This is an optimization exercise on Yosys and OpenROAD, whose aim is a short achievable clock period and few clock cycles, not a production implementation.
Function was checked by simulation only, so behaviour that the tests miss may differ from the original.
Power and IR drop assume default switching activity.

`flow/config.mk`:
```
export PLATFORM = sky130hd
export DESIGN_NAME = cache_top
export DESIGN_NICKNAME = cache_top
export VERILOG_FILES = /design/flow/design.v
export SDC_FILE = /design/flow/constraint.sdc
export NUM_CORES = 4
export LEC_CHECK = 0
export ABC_CLOCK_PERIOD_IN_PS = 3000
export CAP_MARGIN = 20
export CORE_MARGIN = 2
export CORE_UTILIZATION = 55
export PLACE_DENSITY = 0.7
export SLEW_MARGIN = 20
export TNS_END_PERCENT = 100
```
`flow/constraint.sdc`:
```
create_clock -name core_clock -period 10.0 [get_ports {clk}]
set_input_delay 2.0000 -clock core_clock [delete_from_list [all_inputs] [get_ports {clk}]]
set_output_delay 2.0000 -clock core_clock [all_outputs]
set_load 0.01 [all_outputs]
```
`flow/design.v`:
```
`default_nettype none
package cache_pkg;
    localparam int addr_bits   = 32;
    localparam int word_bits   = 32;
    localparam int byte_lanes  = 4;
    localparam int index_bits  = 4;
    localparam int offset_bits = 2;
    localparam int tag_bits    = addr_bits - index_bits - offset_bits;
    localparam int num_lines   = 1 << index_bits;
    typedef enum logic [6:0] {
        op_load  = 7'h03,
        op_store = 7'h23
    } opcode_e;
    typedef enum logic [2:0] {
        acc_byte   = 3'd0,
        acc_half   = 3'd1,
        acc_word   = 3'd2,
        acc_byte_u = 3'd4,
        acc_half_u = 3'd5
    } access_e;
    typedef enum logic [2:0] {
        st_idle,
        st_lookup,
        st_writeback,
        st_refill,
        st_respond
    } cache_state_e;
    typedef struct packed {
        logic                    is_store;
        logic [2:0]              kind;      
        logic [tag_bits-1:0]     tag;
        logic [index_bits-1:0]   index;
        logic [offset_bits-1:0]  offset;
        logic [word_bits-1:0]    wdata;
        logic [byte_lanes-1:0]   be;
    } cache_access_t;
    typedef struct packed {
        logic                    start;
        logic                    we;
        logic [addr_bits-1:0]    addr;
        logic [word_bits-1:0]    wdata;
    } mem_req_t;
    typedef struct packed {
        logic                    en;
        logic [index_bits-1:0]   index;
        logic [byte_lanes-1:0]   be;
        logic [word_bits-1:0]    data;
        logic                    set_valid;
        logic                    set_dirty;
        logic [tag_bits-1:0]     tag;
    } line_wr_t;
endpackage
`default_nettype wire
`timescale 1ns/1ps
`default_nettype none
module cache_top (
    input  logic        clk,
    input  logic        rst_b,
    input  logic        req_valid,
    input  logic [6:0]  req_opcode,
    input  logic [2:0]  req_funct3,
    input  logic [31:0] req_addr,
    input  logic [31:0] req_wdata,
    output logic        ready,
    output logic        resp_valid,
    output logic [31:0] resp_rdata,
    output logic        mem_start,
    output logic        mem_we,
    output logic [31:0] mem_addr,
    output logic [31:0] mem_wdata,
    input  logic        mem_done,
    input  logic [31:0] mem_rdata
);
    localparam int RQN = 8;
    localparam int RQB = 3;
    localparam int MQN = 3;
    logic           valid_q [16];
    logic           dirty_q [16];
    logic           pend_q  [16];
    logic [RQB-1:0] pseq_q  [16];
    logic [3:0]     pmask_q [16];
    logic [25:0]    tag_q   [16];
    logic [31:0]    data_q  [16];
    typedef struct packed {
        logic        st;       
        logic        st_ok;    
        logic [2:0]  fmt;      
        logic [1:0]  off;
        logic [25:0] tag;
        logic [15:0] oh;       
        logic [3:0]  idx;
        logic [3:0]  be;
        logic [31:0] lane;     
    } req_t;
    logic        a_v, rdy_q;
    logic        nrdy_q;       
    req_t        a_r, in_r;
    logic [15:0] a_m0, a_m1, in_m0, in_m1;    
    logic in_mem;
    logic go;
    logic a_v_n;
    logic rdy_n;
    assign in_mem = (req_opcode == 7'h03) || (req_opcode == 7'h23);
    assign ready  = rdy_q;
    logic [63:0] in_dbl;
    logic [1:0]  in_o;
    always_comb begin
        in_o       = req_addr[1:0];
        in_dbl     = {req_wdata, req_wdata} << {in_o, 3'b000};
        in_r.st    = req_opcode[5];
        in_r.st_ok = req_opcode[5] && (req_funct3 == 3'd0 || req_funct3 == 3'd1 ||
                                       req_funct3 == 3'd2);
        in_r.fmt   = req_opcode[5] ? 3'd3 : req_funct3;
        in_r.off   = in_o;
        in_r.tag   = req_addr[31:6];
        in_r.idx   = req_addr[5:2];
        in_r.oh    = 16'd1 << req_addr[5:2];
        in_r.lane  = in_dbl[63:32];
        in_r.be    = 4'b0000;
        if (req_opcode[5]) begin
            case (req_funct3)
                3'd0: in_r.be = 4'b0001 << in_o;
                3'd1: begin
                    case (in_o)
                        2'd0:    in_r.be = 4'b0011;
                        2'd1:    in_r.be = 4'b0110;
                        2'd2:    in_r.be = 4'b1100;
                        default: in_r.be = 4'b1001;
                    endcase
                end
                3'd2: begin
                    in_r.be   = 4'b1111;
                    in_r.lane = req_wdata;
                end
                default: in_r.be = 4'b0000;
            endcase
        end
    end
    always_comb begin
        for (int i = 0; i < 16; i++) begin
            if (go && a_r.oh[i]) begin
                in_m0[i] = (a_r.tag[12:0] == in_r.tag[12:0]);
                in_m1[i] = (a_r.tag[25:13] == in_r.tag[25:13]);
            end else begin
                in_m0[i] = valid_q[i] && (tag_q[i][12:0] == in_r.tag[12:0]);
                in_m1[i] = (tag_q[i][25:13] == in_r.tag[25:13]);
            end
        end
    end
    assign a_v_n = !nrdy_q ? (req_valid && in_mem) : a_v;
    always_ff @(posedge clk or negedge rst_b) begin
        if (!rst_b) begin
            a_v   <= 1'b0;
            rdy_q  <= 1'b0;
            nrdy_q <= 1'b1;
        end else begin
            a_v   <= a_v_n;
            rdy_q  <= rdy_n;
            nrdy_q <= !rdy_n;
        end
    end
    always_ff @(posedge clk) begin
        if (!nrdy_q) begin
            a_r <= in_r;
            a_m0 <= in_m0;
            a_m1 <= in_m1;
        end
    end
    logic           hit;
    logic           l_valid, l_dirty, l_pend;
    logic [RQB-1:0] l_pseq;
    logic [3:0]     l_pmask;
    logic [25:0]    l_tag;
    logic [31:0]    l_data;
    always_comb begin
        hit     = 1'b0;
        l_valid = 1'b0;
        l_dirty = 1'b0;
        l_pend  = 1'b0;
        l_pseq  = '0;
        l_pmask = '0;
        l_tag   = '0;
        l_data  = '0;
        for (int i = 0; i < 16; i++) begin
            if (a_r.oh[i]) begin
                hit     = hit     | (a_m0[i] & a_m1[i]);
                l_valid = l_valid | valid_q[i];
                l_dirty = l_dirty | dirty_q[i];
                l_pend  = l_pend  | pend_q[i];
                l_pseq  = l_pseq  | pseq_q[i];
                l_pmask = l_pmask | pmask_q[i];
                l_tag   = l_tag   | tag_q[i];
                l_data  = l_data  | data_q[i];
            end
        end
    end
    logic [RQB:0]   rq_cnt;
    logic [RQB-1:0] rq_tl;
    logic [RQN-1:0] rq_hoh, rq_toh;    
    logic           rq_rdy  [RQN];
    logic [RQB-1:0] rq_wid  [RQN];
    logic [3:0]     rq_mask [RQN];
    logic [31:0]    rq_data [RQN];
    logic [2:0]     rq_fmt  [RQN];
    logic [1:0]     rq_off  [RQN];
    logic           rq_pop;
    logic           h_rdy;
    always_comb begin
        h_rdy = 1'b0;
        for (int j = 0; j < RQN; j++) h_rdy = h_rdy | (rq_hoh[j] & rq_rdy[j]);
    end
    assign rq_pop  = (rq_cnt != '0) && h_rdy;
    logic [1:0]     mq_cnt;
    logic [MQN-1:0] mq_hoh, mq_toh;    
    logic [MQN-1:0] mq_noh;            
    logic           mq_wb    [MQN];
    logic           mq_ww    [MQN];    
    logic [RQB-1:0] mq_wid   [MQN];
    logic [3:0]     mq_wmask [MQN];
    logic [25:0]    mq_wtag  [MQN];
    logic [31:0]    mq_wdat  [MQN];
    logic [25:0]    mq_rtag  [MQN];
    logic [3:0]     mq_idx   [MQN];
    logic [RQB-1:0] mq_slot  [MQN];
    assign mq_noh = {mq_hoh[MQN-2:0], mq_hoh[MQN-1]};
    logic           hd_wb, nx_wb, nx_ww;
    logic [25:0]    hd_wtag, hd_rtag, nx_wtag, nx_rtag;
    logic [3:0]     hd_idx, nx_idx, nx_wmask;
    logic [31:0]    hd_wdat, nx_wdat;
    logic [RQB-1:0] hd_slot;
    always_comb begin
        hd_wb = 1'b0; hd_wtag = '0; hd_rtag = '0; hd_idx = '0; hd_wdat = '0; hd_slot = '0;
        nx_wb = 1'b0; nx_ww = 1'b0; nx_wtag = '0; nx_rtag = '0; nx_idx = '0; nx_wdat = '0;
        nx_wmask = '0;
        for (int k = 0; k < MQN; k++) begin
            if (mq_hoh[k]) begin
                hd_wb   = hd_wb   | mq_wb[k];
                hd_wtag = hd_wtag | mq_wtag[k];
                hd_rtag = hd_rtag | mq_rtag[k];
                hd_idx  = hd_idx  | mq_idx[k];
                hd_wdat = hd_wdat | mq_wdat[k];
                hd_slot = hd_slot | mq_slot[k];
            end
            if (mq_noh[k]) begin
                nx_wb    = nx_wb    | mq_wb[k];
                nx_ww    = nx_ww    | mq_ww[k];
                nx_wtag  = nx_wtag  | mq_wtag[k];
                nx_rtag  = nx_rtag  | mq_rtag[k];
                nx_idx   = nx_idx   | mq_idx[k];
                nx_wdat  = nx_wdat  | mq_wdat[k];
                nx_wmask = nx_wmask | mq_wmask[k];
            end
        end
    end
    logic           ms_q, mwe_q, wbd_q;
    logic           idle_q, nwe_q;    
    logic [29:0]    maddr_q;
    logic [31:0]    mwd_q;
    logic [3:0]     c_idx;
    logic [RQB-1:0] c_slot;
    logic           fill;
    assign c_idx  = hd_idx;
    assign c_slot = hd_slot;
    assign fill   = !idle_q && mem_done && nwe_q;
    logic        miss_go;
    logic        l_fm;         
    logic        e_pend;       
    logic [31:0] e_data;       
    logic        l_wb;
    logic [15:0] pm;
    logic        l_pm;
    always_comb begin
        l_pm = 1'b0;
        for (int i = 0; i < 16; i++) begin
            pm[i] = pend_q[i] && (pseq_q[i] == c_slot);
            l_pm  = l_pm | (a_r.oh[i] & pm[i]);
        end
    end
    assign l_fm   = fill && l_pm;
    assign e_pend = l_pend && !l_fm;
    always_comb begin
        for (int b = 0; b < 4; b++) begin
            e_data[8*b +: 8] = (l_fm && !l_pmask[b]) ? mem_rdata[8*b +: 8] : l_data[8*b +: 8];
        end
    end
    assign go      = a_v && !nrdy_q;
    assign miss_go = go && !hit;
    assign l_wb    = l_valid && l_dirty;
    logic        use_hd;       
    logic        use_nx;       
    logic        use_f;        
    logic        hd_we_n;
    logic [31:0] nx_wd;
    assign use_hd  = !idle_q && !fill;
    assign use_nx  = fill && mq_cnt[1];
    assign use_f   = (idle_q || (fill && !mq_cnt[1])) && miss_go;
    assign hd_we_n = hd_wb && !wbd_q && !mem_done;
    assign mem_start = ms_q;
    assign mem_we    = mwe_q;
    assign mem_addr  = {maddr_q, 2'b00};
    assign mem_wdata = mwd_q;
    always_comb begin
        for (int b = 0; b < 4; b++) begin
            nx_wd[8*b +: 8] = (nx_ww && !nx_wmask[b]) ? mem_rdata[8*b +: 8] : nx_wdat[8*b +: 8];
        end
    end
    always_ff @(posedge clk or negedge rst_b) begin
        if (!rst_b) begin
            ms_q   <= 1'b0;
            idle_q <= 1'b1;
            wbd_q  <= 1'b0;
        end else begin
            ms_q   <= use_hd || use_nx || use_f;
            idle_q <= !(use_hd || use_nx || use_f);
            if (!use_hd) begin
                wbd_q <= 1'b0;
            end else if (mem_done) begin
                wbd_q <= 1'b1;
            end
        end
    end
    always_ff @(posedge clk) begin
        if (use_hd) begin
            mwe_q   <= hd_we_n;
            nwe_q   <= !hd_we_n;
            maddr_q <= hd_we_n ? {hd_wtag, hd_idx} : {hd_rtag, hd_idx};
            mwd_q   <= hd_wdat;
        end else if (use_nx) begin
            mwe_q   <= nx_wb;
            nwe_q   <= !nx_wb;
            maddr_q <= nx_wb ? {nx_wtag, nx_idx} : {nx_rtag, nx_idx};
            mwd_q   <= nx_wd;
        end else begin
            mwe_q   <= l_wb;
            nwe_q   <= !l_wb;
            maddr_q <= l_wb ? {l_tag, a_r.idx} : {a_r.tag, a_r.idx};
            mwd_q   <= e_data;
        end
    end
    always_ff @(posedge clk or negedge rst_b) begin
        if (!rst_b) begin
            mq_cnt <= '0;
            mq_hoh <= MQN'(1);
            mq_toh <= MQN'(1);
        end else begin
            if (miss_go) mq_toh <= {mq_toh[MQN-2:0], mq_toh[MQN-1]};
            if (fill)    mq_hoh <= mq_noh;
            mq_cnt <= mq_cnt + 2'(miss_go) - 2'(fill);
        end
    end
    always_ff @(posedge clk) begin
        for (int k = 0; k < MQN; k++) begin
            if (go && mq_toh[k]) begin
                mq_wb[k]    <= l_wb;
                mq_ww[k]    <= e_pend;
                mq_wid[k]   <= l_pseq;
                mq_wmask[k] <= l_pmask;
                mq_wtag[k]  <= l_tag;
                mq_wdat[k]  <= e_data;
                mq_rtag[k]  <= a_r.tag;
                mq_idx[k]   <= a_r.idx;
                mq_slot[k]  <= rq_tl;
            end else if (fill && mq_ww[k] && mq_wid[k] == c_slot) begin
                mq_ww[k] <= 1'b0;
                for (int b = 0; b < 4; b++) begin
                    if (!mq_wmask[k][b]) mq_wdat[k][8*b +: 8] <= mem_rdata[8*b +: 8];
                end
            end
        end
    end
    always_ff @(posedge clk or negedge rst_b) begin
        if (!rst_b) begin
            for (int i = 0; i < 16; i++) begin
                valid_q[i] <= 1'b0;
                dirty_q[i] <= 1'b0;
                pend_q[i]  <= 1'b0;
            end
        end else begin
            for (int i = 0; i < 16; i++) begin
                if (go && a_r.oh[i]) begin
                    valid_q[i] <= 1'b1;
                    dirty_q[i] <= (hit && dirty_q[i]) || a_r.st_ok;
                end
                if (go && a_r.oh[i] && !hit) begin
                    pend_q[i] <= 1'b1;
                end else if (fill && c_idx == 4'(i) && pm[i]) begin
                    pend_q[i] <= 1'b0;
                end
            end
        end
    end
    always_ff @(posedge clk) begin
        for (int i = 0; i < 16; i++) begin
            if (go && a_r.oh[i]) begin
                tag_q[i] <= a_r.tag;
                if (!hit) begin
                    pseq_q[i]  <= rq_tl;
                    pmask_q[i] <= a_r.be;
                end else begin
                    pmask_q[i] <= pmask_q[i] | a_r.be;
                end
            end
            for (int b = 0; b < 4; b++) begin
                if (go && a_r.oh[i] && a_r.be[b]) begin
                    data_q[i][8*b +: 8] <= a_r.lane[8*b +: 8];
                end else if (fill && c_idx == 4'(i) && pm[i] && !pmask_q[i][b]) begin
                    data_q[i][8*b +: 8] <= mem_rdata[8*b +: 8];
                end
            end
        end
    end
    logic [RQB:0] rq_cnt_n;
    assign rq_cnt_n = rq_cnt + (RQB+1)'(go) - (RQB+1)'(rq_pop);
    logic rq_full_n, mq_full_n;
    assign rq_full_n = !rq_pop && ((rq_cnt == (RQB+1)'(RQN)) || (rq_cnt == (RQB+1)'(RQN-1) && go));
    assign mq_full_n = !fill && ((mq_cnt == 2'(MQN)) || (mq_cnt == 2'(MQN-1) && miss_go));
    assign rdy_n     = !a_v_n || (!rq_full_n && !mq_full_n);
    always_ff @(posedge clk or negedge rst_b) begin
        if (!rst_b) begin
            rq_cnt <= '0;
            rq_tl  <= '0;
            rq_hoh <= RQN'(1);
            rq_toh <= RQN'(1);
        end else begin
            if (go) begin
                rq_tl  <= rq_tl + 1'b1;
                rq_toh <= {rq_toh[RQN-2:0], rq_toh[RQN-1]};
            end
            if (rq_pop) begin
                rq_hoh <= {rq_hoh[RQN-2:0], rq_hoh[RQN-1]};
            end
            rq_cnt <= rq_cnt_n;
        end
    end
    always_ff @(posedge clk) begin
        for (int j = 0; j < RQN; j++) begin
            if (go && rq_toh[j]) begin
                rq_fmt[j]  <= a_r.fmt;
                rq_off[j]  <= a_r.off;
                rq_data[j] <= e_data;
                if (!hit) begin
                    rq_rdy[j]  <= 1'b0;
                    rq_wid[j]  <= rq_tl;
                    rq_mask[j] <= 4'b0000;
                end else begin
                    rq_rdy[j]  <= a_r.st || !e_pend;
                    rq_wid[j]  <= l_pseq;
                    rq_mask[j] <= l_pmask;
                end
            end else if (fill && !rq_rdy[j] && rq_wid[j] == c_slot) begin
                rq_rdy[j] <= 1'b1;
                for (int b = 0; b < 4; b++) begin
                    if (!rq_mask[j][b]) rq_data[j][8*b +: 8] <= mem_rdata[8*b +: 8];
                end
            end
        end
    end
    logic        rv_q;
    logic [31:0] rd_q;
    logic [31:0] h_data;
    logic [2:0]  h_fmt;
    logic [63:0] h_dbl;
    logic [7:0]  h_b;
    logic [15:0] h_h;
    logic [31:0] h_res;
    logic [1:0]  h_off;
    always_comb begin
        h_data = '0;
        h_fmt  = '0;
        h_off  = '0;
        for (int j = 0; j < RQN; j++) begin
            if (rq_hoh[j]) begin
                h_data = h_data | rq_data[j];
                h_fmt  = h_fmt  | rq_fmt[j];
                h_off  = h_off  | rq_off[j];
            end
        end
    end
    assign h_dbl  = {h_data, h_data} >> {h_off, 3'b000};
    assign h_b    = h_dbl[7:0];
    assign h_h    = h_dbl[15:0];
    always_comb begin
        case (h_fmt)
            3'd0:    h_res = {{24{h_b[7]}}, h_b};
            3'd1:    h_res = {{16{h_h[15]}}, h_h};
            3'd2:    h_res = h_data;
            3'd4:    h_res = {24'b0, h_b};
            3'd5:    h_res = {16'b0, h_h};
            default: h_res = 32'b0;
        endcase
    end
    always_ff @(posedge clk or negedge rst_b) begin
        if (!rst_b) begin
            rv_q <= 1'b0;
        end else begin
            rv_q <= rq_pop;
        end
    end
    always_ff @(posedge clk) begin
        rd_q <= h_res;
    end
    assign resp_valid = rv_q;
    assign resp_rdata = rd_q;
endmodule
`default_nettype wire
```
`flow/flow/run.sh`:
```
#!/bin/bash
# The standard layout (the standard.sh: the standard synthesis, then ORFS
# to the final layout) with timing repair asked to keep a larger setup margin
# than the flow settings allow, so that the layout is pushed past the 10 ns
# clock it is constrained and signed off at. Nothing else changes.
set -euo pipefail
export SETUP_SLACK_MARGIN=${SETUP_SLACK_MARGIN_OVERRIDE:-7}
bash standard.sh > standard_flow.log 2>&1
```
`flow/standard.sh`:
```
#!/bin/bash
# synth_recipe.tcl (not shown) runs the flow's synth.tcl, then flattens the netlist and writes it again
# the make line also repeats each setting of config.mk as NAME=value (left out here)
make -C /OpenROAD-flow-scripts/flow DESIGN_CONFIG=/design/flow/config.mk WORK_HOME=/design/flow/orfs CLKGATE_MAP_FILE= SYNTH_SCRIPT=/design/flow/synth_recipe.tcl "${@:-finish}"
```
==> flow_metrics.env <==
export IMPL_synth_area_top_cells="edfxtp_1 59%, mux2_2 6.6%, nand2_1 3.1%"
export IMPL_synth_area_sq_um=93200
export IMPL_numCtsBuffers=203
export IMPL_io_pins=210
export IMPL_synth_xor_area_share_pct=4.97
export IMPL_maxCapViolations=0
export IMPL_first_pass_iters=11
export IMPL_slew_viol_final=0
export IMPL_syn_to_final_growth_pct=22.8
export IMPL_synthArstFlopShare_pct=4.29
export IMPL_grt_overflow_total=0
export IMPL_ys_seq_elements=2003
export IMPL_critPathKind="reg -> reg"
export IMPL_path_max_fanout=7
export IMPL_synth_compound_area_share_pct=13.9
export IMPL_clock_sinks=2003
export IMPL_antenna_found_initial=12
export IMPL_cp_data_required_time_ns=10.72
export IMPL_yosysTopAreaCell="edfxtp_1"
export IMPL_synth_cells=7035
export IMPL_gp_congestion=0.985
export IMPL_worst_setup_path_start_kind="flop"
export IMPL_hold_ws_ns=0.471
export IMPL_skew_ns=0.0434
export IMPL_ys_flop_type="edfxtp_1"
export IMPL_fin_crit_ns=3.65
export IMPL_place_hpwl_um=197000
export IMPL_multi_input_comb_area_sq_um=36500
export IMPL_outcome="complete, no violations"
export IMPL_seq_area_frac_synth_pct=63.1
export IMPL_cts_tree="built"
export IMPL_wl_per_cell_um=35.5
export IMPL_die_w_um=416
export IMPL_synth_edf_count=1821
export IMPL_yosysUniqueCellTypes=61
export IMPL_slew_headroom_pct=20.9
export IMPL_setup_viol=0
export IMPL_cp_slowest_stage_delay_ns=0.49
export IMPL_stdcell_count=9808
export IMPL_cp_common_cell="buf_12"
export IMPL_routed_wl_um=349000
export IMPL_rows=151
export IMPL_cts_buffer_depth=3
export IMPL_final_nets=7534
export IMPL_grt_use_total_pct=39.1
export IMPL_fin_area_sq_um=114000
export IMPL_die_y_um=416
export IMPL_die_area_sq_um=173000
export IMPL_synth_area_per_cell_sq_um=13.2
export IMPL_yosys_area_share_simple_pct=6.46
export IMPL_synth_top_family_by_area="compound AO/OA/AOI/OAI gates"
export IMPL_clk_latency_ns=0.89
export IMPL_drc=0
export IMPL_cp_arrival_ns=4.37
export IMPL_p_total_mw=18.9
export IMPL_num_vias=71000
export IMPL_postCtsHoldBufs=0
export IMPL_coreArea_sq_um=169000
export IMPL_yosys_top_cells_count="1,821 x edfxtp_1, 778 x nand2_1, 550 x mux2_2"
export IMPL_register_area_sq_um=58900
export IMPL_yosys_area_share_adder_pct=0.223
export IMPL_drive_gt1_share_pct=30.4
export IMPL_power_density_nw_per_um2=165
export IMPL_endpoint_kind="flop"
export IMPL_worstPathCellList="buf_12 > a222oi_1 > buf_4 > buf_6 > buf_12 > xnor2_4 > nor4_2 > a31oi_2 > nand4_4 > or2_4 > buf_12 > buf_12 > buf_16 > a22o_4 > o21ai_1"
export IMPL_synth_warnings=23
export IMPL_ir_drop_mv=0.174
export IMPL_hp_class="reg -> reg"
export IMPL_muxShareOfSynthArea_pct=8.15
export IMPL_viasPerCell=7.23
export IMPL_grt_max_degree=104
export IMPL_antenna_left=0
export IMPL_worst_slew_pin_slew_ns=1.19
export IMPL_root_buffer="clkbuf_16"
export IMPL_initial_core_util_pct=55.2
export IMPL_drt_iter0_drc=13000
export IMPL_num_fill_cells=11400
export IMPL_rsz0062_at_grt="true"
export IMPL_synth_top_area_share_pct=58.7
export IMPL_rr_worst_depth=15
export IMPL_hold_depth=2
export IMPL_synth_most_common_cell="edfxtp_1"
export IMPL_grt_pass1_wl_um=485000
export IMPL_place_area_sq_um=99400
export IMPL_portBuffers=207
export IMPL_power_leakage_nw=40.6
export IMPL_final_hold_violation_count=0
export IMPL_fmax_mhz=274
export IMPL_grt_pass1_vias=66400
export IMPL_placedCellCount=8982
export IMPL_htreeDepth=4
export IMPL_finalCritPeriodShare_pct=36.5
export IMPL_crit_path_top_delay_cell="dfstp_4"
export IMPL_finalSetupTns_ns=0
export IMPL_clkSlewWorstSetupHoldPaths_ns=0.07
-- critical path: cells and delay by family (launching register included) --
kind | cells | cell delay (ns)
AO/OA/AOI/OAI | 4 | 1.11
XOR/XNOR | 1 | 0.14
buffers and inverters | 7 | 1.10
flip-flops | 1 | 0.49
AND/OR/NAND/NOR | 3 | 0.62
-- repair_timing --
item,in CTS,in global routing
pin swaps,325,104
cloned,68,6
setup endpoints to repair,3061,1534
resized for setup,1218,245
setup buffers,227,138
-- worst paths after layout --
kind / start / endpoint / slack [ns]
min: rq_toh[0]$_DFFE_PN1P_ / rq_toh[0]$_DFFE_PN1P_ / 0.47
max: mq_hoh[0]$_DFFE_PN1P_ / mq_wdat[2][29]$_DFFE_PP_ / 6.35
max in group asynchronous: rst_b / mq_hoh[2]$_DFFE_PN0P_ / 7.63
min in group asynchronous: rst_b / rq_cnt[1]$_DFF_PN0_ / 1.07
min reg2reg: rq_toh[0]$_DFFE_PN1P_ / rq_toh[0]$_DFFE_PN1P_ / 0.47
max reg2reg: mq_hoh[0]$_DFFE_PN1P_ / mq_wdat[2][29]$_DFFE_PP_ / 6.35
-- power by group --
group / switching (mW) / total, mW / internal (mW)
Sequential: 0.241 / 9.48 / 9.24
Combinational: 1.01 / 1.67 / 0.664
Clock: 3.40 / 7.74 / 4.34
Total: 4.65 / 18.9 / 14.2
-- per-stage QoR --
stage / util (%) / setup slack (ns)
3_5_place_dp: 58.9 / 4.43
3_3_place_gp: 58.9 / 4.47
4_1_cts: 66.4 / 6.55
2_1_floorplan: - / 5.64
5_1_grt: 67.7 / 6.31
6_report: 67.8 / 6.35
-- cell usage in the layout (no fill, tap or decap), types with 44 or more instances in the layout --
cell / n
a21o_1: 69
clkbuf_16: 207
xor2_1: 208
inv_1: 63
mux2_2: 533
o21ai_0: 66
xnor2_1: 287
a22o_4: 63
clkdlybuf4s50_1: 77
a21oi_1: 69
edfxtp_1: 1821
nor2_1: 99
a22o_1: 269
nand2_1: 687
mux2i_1: 68
o21ai_1: 198
o211ai_1: 76
a221oi_1: 306
o21ai_4: 102
a22oi_1: 178
buf_4: 332
dfrtp_1: 74
a222oi_1: 130
buf_12: 125
nand2_4: 44
clkinv_1: 46
nand4_1: 201
o21ai_2: 171
buf_6: 137
-- cell families (layout without fill, tap and decap cells) --
kind of cell | Yosys count | in the layout
DFF | 2003 | 2003
other | 1 | 6
adders and majority gates | 16 | 16
AOI/OAI and AO/OA | 1762 | 1796
buffers and inverters | 750 | 1261
xor gates and xnor gates | 529 | 529
and+or+nand+nor | 1324 | 1329
muxes | 650 | 650
-- registers in the layout, summed over array words and instances, names as in the netlist, 30 cells and up --
signal	flops
data_q	512
mq_rtag	78
mq_wdat	96
rd_q	32
pseq_q	48
mwd_q	32
pmask_q	64
maddr_q	30
tag_q	416
a_r	89
rq_mask	32
mq_wtag	78
rq_data	256
-- layer usage --
layer | vias to the layer above | routed length [um] | track usage [%]
li1 | 28400 | - | -
met1 | 34600 | 118000 | 51.8
met3 | 1384 | 57700 | 13.2
met5 | - | 101 | 0.389
met2 | 6543 | 148000 | 56.1
met4 | 16 | 25100 | 22.4
-- area by class of cell --
class                           count  area share, %
Timing Repair Buffer              777           7.69
Clock buffer                      257           4.73
Clock inverter                    126           1.11
Multi-Input combinational cell   4322           31.9
Inverter                           93          0.532
Antenna cell                        4        0.00875
Sequential cell                  2003           51.5
Timing Repair inverter              8         0.0612
Tap cell                         2218           2.43
Testbench counts, summed over its fixed seeds: cycles 83,747.

static timing again, ports no longer ideal:
In the flow no input, the clock included, has a driving cell. The finished layout below was timed again as built, in two steps. Step 1 sets driving cells, clkbuf_16 on the clock port and buf_2 on the other inputs (assumed; they add their load-dependent delay and slew). Step 2 moves the port delays by t, midway between the first and last clock arrival at a register: inputs arrive t later, outputs are due t later. That takes back most of the time a late clock gives input paths. Three values: ideal, step 1, step 2; two values: the first two.
t, ns: 0.962
setup slack, ns: 6.349 / 6.349 / 5.856
worst setup path after step 2: input to register
latest minus earliest clock arrival (ns): 0.048 / 0.048
After both steps this run still meets setup and hold. The setup slack of this run moves by 0.000 ns with the drivers and by -0.493 ns with both steps.
